Context: an optimization exercise on an open-source flow, tuned for small area, a short achievable clock period and few clock cycles. The choices shown serve that exercise and are no tape-out recipe. At most, simulation tests tie the RTL to the original design; equivalence was not proved. Power figures rest on the tool's default switching activity, not on a simulated workload.

before:
// expression_lexer_core
module expression_lexer_core #(
  parameter int MAX_NAME_CHARS = 8,
  parameter int LINE_BITS      = 16
) (
  input  logic        clk,
  input  logic        rst_n,
  input  logic        in_valid,
  output logic        in_stall,
  input  logic [7:0]  in_char_code,
  input  logic        in_end_of_source,
  output logic        out_valid,
  input  logic        out_stall,
  output logic [3:0]  out_token_kind,
  output logic [30:0] out_number_value,
  output logic [63:0] out_name_chars,
  output logic [3:0]  out_name_length,
  output logic        out_name_truncated,
  output logic        out_number_overflow,
  output logic [15:0] out_line_number,
  output logic        out_last_of_run
);
  localparam logic [1:0] RUN_NONE  = elx_pkg::RUN_NONE;
  localparam logic [1:0] RUN_NUM   = elx_pkg::RUN_NUM;
  localparam logic [1:0] RUN_LOWER = elx_pkg::RUN_LOWER;
  localparam logic [1:0] RUN_UPPER = elx_pkg::RUN_UPPER;
  function automatic logic [1:0] byte_class(input logic [7:0] c);
    if (c >= 8'h30 && c <= 8'h39)      byte_class = RUN_NUM;
    else if (c >= 8'h61 && c <= 8'h7A) byte_class = RUN_LOWER;
    else if (c >= 8'h41 && c <= 8'h5A) byte_class = RUN_UPPER;
    else                               byte_class = RUN_NONE;
  endfunction
  function automatic logic [3:0] sym_kind(input logic [7:0] c);
    case (c)
      elx_pkg::CH_LPAREN: sym_kind = elx_pkg::TK_LPAREN;
      elx_pkg::CH_RPAREN: sym_kind = elx_pkg::TK_RPAREN;
      elx_pkg::CH_STAR:   sym_kind = elx_pkg::TK_MUL;
      elx_pkg::CH_SLASH:  sym_kind = elx_pkg::TK_DIV;
      elx_pkg::CH_PLUS:   sym_kind = elx_pkg::TK_ADD;
      elx_pkg::CH_MINUS:  sym_kind = elx_pkg::TK_SUB;
      elx_pkg::CH_PCT:    sym_kind = elx_pkg::TK_MOD;
      elx_pkg::CH_EQ:     sym_kind = elx_pkg::TK_ASSIGN;
      default:            sym_kind = elx_pkg::TK_ERROR;
    endcase
  endfunction
  localparam int IBW = 9;
  logic           ib_v0_r, ib_v1_r;
  logic [IBW-1:0] ib_d0_r, ib_d1_r;
  logic [IBW-1:0] in_word;
  logic           accept;
  logic           pop;
  assign in_stall = ib_v1_r;
  assign accept   = in_valid & ~ib_v1_r;
  assign in_word  = {in_end_of_source, in_char_code};
  always_ff @(posedge clk) begin
    if (!rst_n) begin
      ib_v0_r <= 1'b0;
      ib_v1_r <= 1'b0;
    end else if (pop) begin
      ib_v0_r <= ib_v1_r | accept;
  ...
Size: about 1,300 cells after synthesis, ~0.0093 sq mm of cells after synthesis.
==> flow/config.mk <==
export PLATFORM = sky130hd
export DESIGN_NAME = expression_lexer_core
export DESIGN_NICKNAME = expression_lexer_core
export VERILOG_FILES = /design/flow/design.v
export SDC_FILE = /design/flow/constraint.sdc
export NUM_CORES = 4
export LEC_CHECK = 0
export ABC_AREA = 1
export CAP_MARGIN = 20
export CORE_MARGIN = 2
export CORE_UTILIZATION = 40
export SETUP_SLACK_MARGIN = 4.2
export SLEW_MARGIN = 20
==> flow/constraint.sdc <==
create_clock -name core_clock -period 7.0 [get_ports {clk}]
set_input_delay 1.4000 -clock core_clock [delete_from_list [all_inputs] [get_ports {clk}]]
set_output_delay 1.4000 -clock core_clock [all_outputs]
set_load 0.01 [all_outputs]
standard.sh (not shown) runs the stock make flow with config.mk's settings and CLKGATE_MAP_FILE= SYNTH_SCRIPT=/design/flow/synth_recipe.tcl, a recipe that flattens the netlist after the stock synthesis.
==> flow/flow/run.sh <==
#!/bin/bash
# Standard synthesis unchanged, then the standard layout with every port
# buffered by a buf_2 (instead of the delay buffer buffer_ports picks).
set -euo pipefail
bash standard.sh synth > synth.log 2>&1
bash standard.sh "BUFFER_PORTS_ARGS=-buffer_cell sky130_fd_sc_hd__buf_2" finish > layout.log 2>&1
--- input diff before..after ---
--- a/flow/design.v
+++ b/flow/design.v
@@ -73,46 +73,49 @@
       elx_pkg::CH_STAR:   sym_kind = elx_pkg::TK_MUL;
       elx_pkg::CH_SLASH:  sym_kind = elx_pkg::TK_DIV;
       elx_pkg::CH_PLUS:   sym_kind = elx_pkg::TK_ADD;
       elx_pkg::CH_MINUS:  sym_kind = elx_pkg::TK_SUB;
       elx_pkg::CH_PCT:    sym_kind = elx_pkg::TK_MOD;
       elx_pkg::CH_EQ:     sym_kind = elx_pkg::TK_ASSIGN;
       default:            sym_kind = elx_pkg::TK_ERROR;
     endcase
   endfunction
-  localparam int IBW = 9;
+  localparam int IBW = 13;
   logic           ib_v0_r, ib_v1_r;
   logic [IBW-1:0] ib_d0_r, ib_d1_r;
   logic [IBW-1:0] in_word;
+  logic [1:0]     in_cls;
   logic           accept;
   logic           pop;
   assign in_stall = ib_v1_r;
   assign accept   = in_valid & ~ib_v1_r;
-  assign in_word  = {in_end_of_source, in_char_code};
+  assign in_cls   = byte_class(in_char_code);
+  assign in_word  = {in_char_code == elx_pkg::CH_NL, in_cls == RUN_UPPER, in_cls == RUN_LOWER,
+                     in_cls == RUN_NUM, in_end_of_source, in_char_code};
   always_ff @(posedge clk) begin
     if (!rst_n) begin
       ib_v0_r <= 1'b0;
       ib_v1_r <= 1'b0;
     end else if (pop) begin
       ib_v0_r <= ib_v1_r | accept;
       ib_v1_r <= ib_v1_r & accept;
     end else begin
       ib_v0_r <= ib_v0_r | accept;
       ib_v1_r <= ib_v1_r | (ib_v0_r & accept);
     end
   end
   always_ff @(posedge clk) begin
     if (pop) begin
       ib_d0_r <= ib_v1_r ? ib_d1_r : in_word;
     end else if (!ib_v0_r) begin
       ib_d0_r <= in_word;
     end
-    if (!ib_v1_r) begin
+    if ((pop ? ib_v1_r : ib_v0_r) && accept) begin
       ib_d1_r <= in_word;
     end
   end
   logic [1:0]  mode_r;       
   logic        fin_r;        
   logic [63:0] x_r;          
   logic [3:0]  len_r;        
   logic        flag_r;       
   logic [15:0] line_r;       
@@ -126,22 +129,22 @@
   logic [7:0]  o_lane_r;     
   logic [7:0] b;
   logic       eos;
   logic [1:0] cls;
   logic       cont, flush_a, sym, newrun;
   logic       o_free, split, close, wait_sl, bs, sel_r;
   logic       is_num, is_low, is_up, is_nl, is_run;
   assign b         = ib_d0_r[7:0];
   assign eos       = ib_d0_r[8];
-  assign is_num    = byte_class(b) == RUN_NUM;
-  assign is_low    = byte_class(b) == RUN_LOWER;
-  assign is_up     = byte_class(b) == RUN_UPPER;
-  assign is_nl     = b == elx_pkg::CH_NL;
+  assign is_num    = ib_d0_r[9];
+  assign is_low    = ib_d0_r[10];
+  assign is_up     = ib_d0_r[11];
+  assign is_nl     = ib_d0_r[12];
   assign is_run    = is_num | is_low | is_up;
   assign cls       = {is_low | is_up, is_num | is_up};
   assign cont      = (is_num & (mode_r == RUN_NUM)) | (is_low & (mode_r == RUN_LOWER))
                    | (is_up & (mode_r == RUN_UPPER));
   assign flush_a   = ~cont && (mode_r != RUN_NONE);
   assign sym       = ~is_run && (b != elx_pkg::CH_SPACE) && ~is_nl;
   assign newrun    = is_run && ~cont;
   assign o_free  = ~o_v_r | ~out_stall;
   assign split   = ib_v0_r & flush_a & newrun;
Findings:
- Higher met1 track utilization from global routing was reported by before, not after.
- Setup TNS after final layout came out exactly the same in after and before.
- after vs. before: final cell count increased 10%; routed wire length decreased about 1.9%; cell area rose by about 2.5%.
Testbench counts of after, summed over its fixed seeds: cycles 24,069.
No functional check of the RTL was part of before.

* * *

The RTL this note starts from:
==> flow/design.v <==
`default_nettype none
package elx_pkg;
  localparam logic [1:0] RUN_NONE  = 2'd0;
  localparam logic [1:0] RUN_NUM   = 2'd1;
  localparam logic [1:0] RUN_LOWER = 2'd2;
  localparam logic [1:0] RUN_UPPER = 2'd3;
  localparam logic [3:0] TK_LPAREN   = 4'd0;
  localparam logic [3:0] TK_RPAREN   = 4'd1;
  localparam logic [3:0] TK_MUL      = 4'd2;
  localparam logic [3:0] TK_DIV      = 4'd3;
  localparam logic [3:0] TK_ADD      = 4'd4;
  localparam logic [3:0] TK_SUB      = 4'd5;
  localparam logic [3:0] TK_MOD      = 4'd6;
  localparam logic [3:0] TK_ASSIGN   = 4'd7;
  localparam logic [3:0] TK_NUMBER   = 4'd8;
  localparam logic [3:0] TK_PRINT    = 4'd9;
  localparam logic [3:0] TK_READ     = 4'd10;
  localparam logic [3:0] TK_VARIABLE = 4'd11;
  localparam logic [3:0] TK_FUNCTION = 4'd12;
  localparam logic [3:0] TK_ERROR    = 4'd13;
  localparam logic [7:0] CH_SPACE  = 8'h20;
  localparam logic [7:0] CH_NL     = 8'h0A;
  localparam logic [7:0] CH_LPAREN = 8'h28;
  localparam logic [7:0] CH_RPAREN = 8'h29;
  localparam logic [7:0] CH_STAR   = 8'h2A;
  localparam logic [7:0] CH_SLASH  = 8'h2F;
  localparam logic [7:0] CH_PLUS   = 8'h2B;
  localparam logic [7:0] CH_MINUS  = 8'h2D;
  localparam logic [7:0] CH_PCT    = 8'h25;
  localparam logic [7:0] CH_EQ     = 8'h3D;
  localparam logic [39:0] KW_PRINT = 40'h74_6E69_7270;
  localparam logic [31:0] KW_READ  = 32'h6461_6572;
  localparam logic [30:0] VALUE_MAX = '1;
  localparam logic [30:0] SAT_EDGE  = 31'd214748364;
endpackage
`default_nettype wire
`default_nettype none
module expression_lexer_core #(
  parameter int MAX_NAME_CHARS = 8,
  parameter int LINE_BITS      = 16
) (
  input  logic        clk,
  input  logic        rst_n,
  input  logic        in_valid,
  output logic        in_stall,
  input  logic [7:0]  in_char_code,
  input  logic        in_end_of_source,
  output logic        out_valid,
  input  logic        out_stall,
  output logic [3:0]  out_token_kind,
  output logic [30:0] out_number_value,
  output logic [63:0] out_name_chars,
  output logic [3:0]  out_name_length,
  output logic        out_name_truncated,
  output logic        out_number_overflow,
  output logic [15:0] out_line_number,
  output logic        out_last_of_run
);
  localparam logic [1:0] RUN_NONE  = elx_pkg::RUN_NONE;
  localparam logic [1:0] RUN_NUM   = elx_pkg::RUN_NUM;
  localparam logic [1:0] RUN_LOWER = elx_pkg::RUN_LOWER;
  localparam logic [1:0] RUN_UPPER = elx_pkg::RUN_UPPER;
  function automatic logic [1:0] byte_class(input logic [7:0] c);
    if (c >= 8'h30 && c <= 8'h39)      byte_class = RUN_NUM;
    else if (c >= 8'h61 && c <= 8'h7A) byte_class = RUN_LOWER;
    else if (c >= 8'h41 && c <= 8'h5A) byte_class = RUN_UPPER;
    else                               byte_class = RUN_NONE;
  endfunction
  function automatic logic [3:0] sym_kind(input logic [7:0] c);
    case (c)
      elx_pkg::CH_LPAREN: sym_kind = elx_pkg::TK_LPAREN;
      elx_pkg::CH_RPAREN: sym_kind = elx_pkg::TK_RPAREN;
      elx_pkg::CH_STAR:   sym_kind = elx_pkg::TK_MUL;
      elx_pkg::CH_SLASH:  sym_kind = elx_pkg::TK_DIV;
      elx_pkg::CH_PLUS:   sym_kind = elx_pkg::TK_ADD;
      elx_pkg::CH_MINUS:  sym_kind = elx_pkg::TK_SUB;
      elx_pkg::CH_PCT:    sym_kind = elx_pkg::TK_MOD;
      elx_pkg::CH_EQ:     sym_kind = elx_pkg::TK_ASSIGN;
      default:            sym_kind = elx_pkg::TK_ERROR;
    endcase
  endfunction
  localparam int IBW = 13;
  logic           ib_v0_r, ib_v1_r;
  logic [IBW-1:0] ib_d0_r, ib_d1_r;
  logic [IBW-1:0] in_word;
  logic [1:0]     in_cls;
  logic           accept;
  logic           pop;
  assign in_stall = ib_v1_r;
  assign accept   = in_valid & ~ib_v1_r;
  assign in_cls   = byte_class(in_char_code);
  assign in_word  = {in_char_code == elx_pkg::CH_NL, in_cls == RUN_UPPER, in_cls == RUN_LOWER,
                     in_cls == RUN_NUM, in_end_of_source, in_char_code};
  always_ff @(posedge clk) begin
    if (!rst_n) begin
      ib_v0_r <= 1'b0;
      ib_v1_r <= 1'b0;
    end else if (pop) begin
      ib_v0_r <= ib_v1_r | accept;
      ib_v1_r <= ib_v1_r & accept;
    end else begin
      ib_v0_r <= ib_v0_r | accept;
      ib_v1_r <= ib_v1_r | (ib_v0_r & accept);
    end
  end
  always_ff @(posedge clk) begin
    if (pop) begin
      ib_d0_r <= ib_v1_r ? ib_d1_r : in_word;
    end else if (!ib_v0_r) begin
      ib_d0_r <= in_word;
    end
    if (!ib_v1_r) begin
      ib_d1_r <= in_word;
    end
  end
  logic [1:0]  mode_r;       
  logic        fin_r;        
  logic [63:0] x_r;          
  logic [3:0]  len_r;        
  logic        flag_r;       
  logic [15:0] line_r;       
  logic        pend_r;       
  logic        sl_v_r;       
  logic [3:0]  sl_k_r;
  logic        o_v_r;        
  logic [3:0]  o_kind_r;
  logic        o_last_r;
  logic        o_num_r;      
  logic [7:0]  o_lane_r;     
  logic [7:0] b;
  logic       eos;
  logic [1:0] cls;
  logic       cont, flush_a, sym, newrun;
  logic       o_free, split, close, wait_sl, bs, sel_r;
  logic       is_num, is_low, is_up, is_nl, is_run;
  assign b         = ib_d0_r[7:0];
  assign eos       = ib_d0_r[8];
  assign is_num    = ib_d0_r[9];
  assign is_low    = ib_d0_r[10];
  assign is_up     = ib_d0_r[11];
  assign is_nl     = ib_d0_r[12];
  assign is_run    = is_num | is_low | is_up;
  assign cls       = {is_low | is_up, is_num | is_up};
  assign cont      = (is_num & (mode_r == RUN_NUM)) | (is_low & (mode_r == RUN_LOWER))
                   | (is_up & (mode_r == RUN_UPPER));
  assign flush_a   = ~cont && (mode_r != RUN_NONE);
  assign sym       = ~is_run && (b != elx_pkg::CH_SPACE) && ~is_nl;
  assign newrun    = is_run && ~cont;
  assign o_free  = ~o_v_r | ~out_stall;
  assign split   = ib_v0_r & flush_a & newrun;
  assign close   = fin_r | split;
  assign wait_sl = sl_v_r & newrun & eos;
  assign bs      = o_free & ib_v0_r & ~close & ~wait_sl;
  assign pop     = bs;
  assign sel_r   = fin_r | (ib_v0_r & flush_a);
  logic        sat;
  logic [30:0] acc10;
  assign sat   = (x_r[30:0] > elx_pkg::SAT_EDGE)
              || (x_r[30:0] == elx_pkg::SAT_EDGE && b[3:0] > 4'd7);
  assign acc10 = {x_r[27:0], 3'b000} + {x_r[29:0], 1'b0} + {27'd0, b[3:0]};
  always_ff @(posedge clk) begin
    for (int i = 1; i < 8; i++) begin
      if (len_r == 4'(i)) x_r[8*i +: 8] <= b;
    end
    if (bs) begin
      if (newrun) begin
        flag_r <= 1'b0;
        if (is_num) begin
          x_r[30:0] <= {27'd0, b[3:0]};
          len_r     <= 4'd0;
        end else begin
          x_r[7:0] <= b;
          len_r    <= 4'd1;
        end
      end else if (cont) begin
        if (mode_r == RUN_NUM) begin
          x_r[30:0] <= sat ? elx_pkg::VALUE_MAX : acc10;
          flag_r    <= flag_r | sat;
        end else if (len_r[3]) begin
          flag_r <= 1'b1;
        end else begin
          len_r <= len_r + 4'd1;
        end
      end
    end
  end
  always_ff @(posedge clk) begin
    if (!rst_n) begin
      mode_r <= RUN_NONE;
      fin_r  <= 1'b0;
    end else if (o_free) begin
      if (close) begin
        mode_r <= RUN_NONE;
        fin_r  <= 1'b0;
      end else if (bs) begin
        if (cont) begin
          fin_r <= eos;
        end else begin
          mode_r <= eos ? RUN_NONE : cls;
        end
      end
    end
  end
  logic       kw_print, kw_read, r_name;
  logic [3:0] r_kind;
  logic [7:0] r_lane;
  assign kw_print = (len_r == 4'd5) && (x_r[39:0] == elx_pkg::KW_PRINT) && !flag_r;
  assign kw_read  = (len_r == 4'd4) && (x_r[31:0] == elx_pkg::KW_READ) && !flag_r;
  assign r_name   = mode_r[1] && !(mode_r == RUN_LOWER && (kw_print || kw_read));
  always_comb begin
    case (mode_r)
      RUN_NUM:   r_kind = elx_pkg::TK_NUMBER;
      RUN_UPPER: r_kind = elx_pkg::TK_FUNCTION;
      default:   r_kind = kw_print ? elx_pkg::TK_PRINT
                        : kw_read  ? elx_pkg::TK_READ : elx_pkg::TK_VARIABLE;
    endcase
    for (int i = 0; i < 8; i++) r_lane[i] = r_name && (len_r > 4'(i));
  end
  logic [3:0] b_kind;
  always_comb begin
    case (cls)
      RUN_NUM:   b_kind = elx_pkg::TK_NUMBER;
      RUN_LOWER: b_kind = elx_pkg::TK_VARIABLE;
      RUN_UPPER: b_kind = elx_pkg::TK_FUNCTION;
      default:   b_kind = sym_kind(b);
    endcase
  end
  always_ff @(posedge clk) begin
    if (!rst_n) begin
      o_v_r  <= 1'b0;
      sl_v_r <= 1'b0;
      line_r <= 16'd1;
      pend_r <= 1'b0;
    end else if (o_free) begin
      o_v_r  <= close | sl_v_r | (bs & (flush_a | sym | (newrun & eos)));
      sl_v_r <= bs & sym & (sl_v_r | flush_a);
      if (line_r != 16'hFFFF) line_r <= line_r + 16'(pend_r);
      pend_r <= bs & is_nl;
    end
  end
  always_ff @(posedge clk) begin
    if (o_free) begin
      sl_k_r <= sym_kind(b);
      if (sel_r) begin
        o_kind_r <= r_kind;
        o_last_r <= fin_r | ~(sym | (newrun & eos));
        o_num_r  <= (mode_r == RUN_NUM);
        o_lane_r <= r_lane;
      end else if (sl_v_r) begin
        o_kind_r <= sl_k_r;
        o_last_r <= 1'b1;
        o_num_r  <= 1'b0;
        o_lane_r <= 8'd0;
      end else begin
        o_kind_r <= b_kind;
        o_last_r <= 1'b1;
        o_num_r  <= (cls == RUN_NUM);
        o_lane_r <= {7'd0, cls[1]};
      end
    end
  end
  always_comb begin
    for (int i = 0; i < 8; i++) out_name_chars[8*i +: 8] = x_r[8*i +: 8] & {8{o_lane_r[i]}};
  end
  assign out_valid           = o_v_r;
  assign out_token_kind      = o_kind_r;
  assign out_number_value    = x_r[30:0] & {31{o_num_r}};
  assign out_name_length     = len_r & {4{o_lane_r[0]}};
  assign out_name_truncated  = flag_r & o_lane_r[0];
  assign out_number_overflow = flag_r & o_num_r;
  assign out_line_number     = line_r;
  assign out_last_of_run     = o_last_r;
endmodule
`default_nettype wire
==> flow/config.mk <==
export PLATFORM = sky130hd
export DESIGN_NAME = expression_lexer_core
export DESIGN_NICKNAME = expression_lexer_core
export VERILOG_FILES = /design/flow/design.v
export SDC_FILE = /design/flow/constraint.sdc
export NUM_CORES = 4
export LEC_CHECK = 0
export ABC_AREA = 1
export CAP_MARGIN = 20
export CORE_MARGIN = 2
export CORE_UTILIZATION = 40
export SETUP_SLACK_MARGIN = 4.2
export SLEW_MARGIN = 20
==> flow/constraint.sdc <==
create_clock -name core_clock -period 7.0 [get_ports {clk}]
set_input_delay 1.4000 -clock core_clock [delete_from_list [all_inputs] [get_ports {clk}]]
set_output_delay 1.4000 -clock core_clock [all_outputs]
set_load 0.01 [all_outputs]
Scripts as last shown in full above: flow/flow/run.sh
Next try:
--- a/flow/design.v
+++ b/flow/design.v
@@ -110,5 +110,5 @@
       ib_d0_r <= in_word;
     end
-    if (!ib_v1_r) begin
+    if ((pop ? ib_v1_r : ib_v0_r) && accept) begin
       ib_d1_r <= in_word;
     end
@@ -116,7 +116,9 @@
   logic [1:0]  mode_r;       
   logic        fin_r;        
-  logic [63:0] x_r;          
+  logic [30:0] vb_r;         
+  logic        ovf_r;        
+  logic [63:0] nb_r;         
   logic [3:0]  len_r;        
-  logic        flag_r;       
+  logic        trunc_r;      
   logic [15:0] line_r;       
   logic        pend_r;       
@@ -131,5 +133,5 @@
   logic       eos;
   logic [1:0] cls;
-  logic       cont, flush_a, sym, newrun;
+  logic       cont, flush_a, sym, newrun, same_regs;
   logic       o_free, split, close, wait_sl, bs, sel_r;
   logic       is_num, is_low, is_up, is_nl, is_run;
@@ -147,6 +149,7 @@
   assign sym       = ~is_run && (b != elx_pkg::CH_SPACE) && ~is_nl;
   assign newrun    = is_run && ~cont;
+  assign same_regs = (is_low | is_up) & mode_r[1];
   assign o_free  = ~o_v_r | ~out_stall;
-  assign split   = ib_v0_r & flush_a & newrun;
+  assign split   = ib_v0_r & flush_a & newrun & (eos | same_regs);
   assign close   = fin_r | split;
   assign wait_sl = sl_v_r & newrun & eos;
@@ -156,31 +159,32 @@
   logic        sat;
   logic [30:0] acc10;
-  assign sat   = (x_r[30:0] > elx_pkg::SAT_EDGE)
-              || (x_r[30:0] == elx_pkg::SAT_EDGE && b[3:0] > 4'd7);
-  assign acc10 = {x_r[27:0], 3'b000} + {x_r[29:0], 1'b0} + {27'd0, b[3:0]};
-  always_ff @(posedge clk) begin
-    for (int i = 1; i < 8; i++) begin
-      if (len_r == 4'(i)) x_r[8*i +: 8] <= b;
-    end
+  assign sat   = (vb_r > elx_pkg::SAT_EDGE) || (vb_r == elx_pkg::SAT_EDGE && b[3:0] > 4'd7);
+  assign acc10 = {vb_r[27:0], 3'b000} + {vb_r[29:0], 1'b0} + {27'd0, b[3:0]};
+  always_ff @(posedge clk) begin
     if (bs) begin
       if (newrun) begin
-        flag_r <= 1'b0;
-        if (is_num) begin
-          x_r[30:0] <= {27'd0, b[3:0]};
-          len_r     <= 4'd0;
+        if (cls == RUN_NUM) begin
+          vb_r  <= {27'd0, b[3:0]};
+          ovf_r <= 1'b0;
         end else begin
-          x_r[7:0] <= b;
-          len_r    <= 4'd1;
+          nb_r[7:0] <= b;
+          len_r     <= 4'd1;
+          trunc_r   <= 1'b0;
         end
       end else if (cont) begin
         if (mode_r == RUN_NUM) begin
-          x_r[30:0] <= sat ? elx_pkg::VALUE_MAX : acc10;
-          flag_r    <= flag_r | sat;
+          vb_r  <= sat ? elx_pkg::VALUE_MAX : acc10;
+          ovf_r <= ovf_r | sat;
         end else if (len_r[3]) begin
-          flag_r <= 1'b1;
+          trunc_r <= 1'b1;
         end else begin
           len_r <= len_r + 4'd1;
         end
       end
+    end
+  end
+  always_ff @(posedge clk) begin
+    for (int i = 1; i < 8; i++) begin
+      if (len_r == 4'(i)) nb_r[8*i +: 8] <= b;
     end
   end
@@ -205,6 +209,6 @@
   logic [3:0] r_kind;
   logic [7:0] r_lane;
-  assign kw_print = (len_r == 4'd5) && (x_r[39:0] == elx_pkg::KW_PRINT) && !flag_r;
-  assign kw_read  = (len_r == 4'd4) && (x_r[31:0] == elx_pkg::KW_READ) && !flag_r;
+  assign kw_print = (len_r == 4'd5) && (nb_r[39:0] == elx_pkg::KW_PRINT) && !trunc_r;
+  assign kw_read  = (len_r == 4'd4) && (nb_r[31:0] == elx_pkg::KW_READ) && !trunc_r;
   assign r_name   = mode_r[1] && !(mode_r == RUN_LOWER && (kw_print || kw_read));
   always_comb begin
@@ -261,12 +265,12 @@
   end
   always_comb begin
-    for (int i = 0; i < 8; i++) out_name_chars[8*i +: 8] = x_r[8*i +: 8] & {8{o_lane_r[i]}};
+    for (int i = 0; i < 8; i++) out_name_chars[8*i +: 8] = nb_r[8*i +: 8] & {8{o_lane_r[i]}};
   end
   assign out_valid           = o_v_r;
   assign out_token_kind      = o_kind_r;
-  assign out_number_value    = x_r[30:0] & {31{o_num_r}};
+  assign out_number_value    = vb_r & {31{o_num_r}};
   assign out_name_length     = len_r & {4{o_lane_r[0]}};
-  assign out_name_truncated  = flag_r & o_lane_r[0];
-  assign out_number_overflow = flag_r & o_num_r;
+  assign out_name_truncated  = trunc_r & o_lane_r[0];
+  assign out_number_overflow = ovf_r & o_num_r;
   assign out_line_number     = line_r;
   assign out_last_of_run     = o_last_r;
Result: Routed wire length went down by 12%. Setup slack degrades by 0.020 ns. Combinational power went down by 59%. Via count drops by 10%. Die area goes up by 4.0%. Sequential share of layout area rises by 9.6 points. Total power goes down by 26%. Fmax goes down by 0.71%. Global-route usage came out lower by 3.4 points.
Testbench counts after the change, summed over its fixed seeds: cycles 24,069.
For the first run of this note, only the layout was checked, not whether the RTL still works.

-- what the ideal ports hide --
How much do the figures lean on ideal ports? The routed layouts below were timed once more, with nothing changed but the port constraints. Step 1 (the two cells are an assumption about what drives the block):
set clk [get_ports {clk}]
set_driving_cell -lib_cell sky130_fd_sc_hd__clkbuf_16 $clk
set_driving_cell -lib_cell sky130_fd_sc_hd__buf_2 [delete_from_list [all_inputs] $clk]
Step 2 times the ports against the registers' clock, not the clock port: input delays grow and output delays shrink by t, the midpoint of the rising clock arrivals with the driver on. Three values: ideal, step 1, step 2; two values: the first two.
| run | t, ns | setup slack, ns | clock arrival spread, ns |
|---|---|---|---|
| before | 0.461 | 4.167 / 4.123 / 3.932 | 0.011 / 0.011 |
| after | 0.462 | 4.299 / 4.253 / 3.953 | 0.013 / 0.012 |
| the first run of note 2 | 0.475 | 4.244 / 4.198 / 3.842 | 0.015 / 0.015 |
| the second run of note 2 | 0.465 | 4.225 / 4.180 / 3.915 | 0.011 / 0.010 |
After both steps every run listed still meets setup and hold. The setup slack of the first run of note 2, which loses most, moves by -0.046 ns with the drivers and by -0.402 ns with both steps.
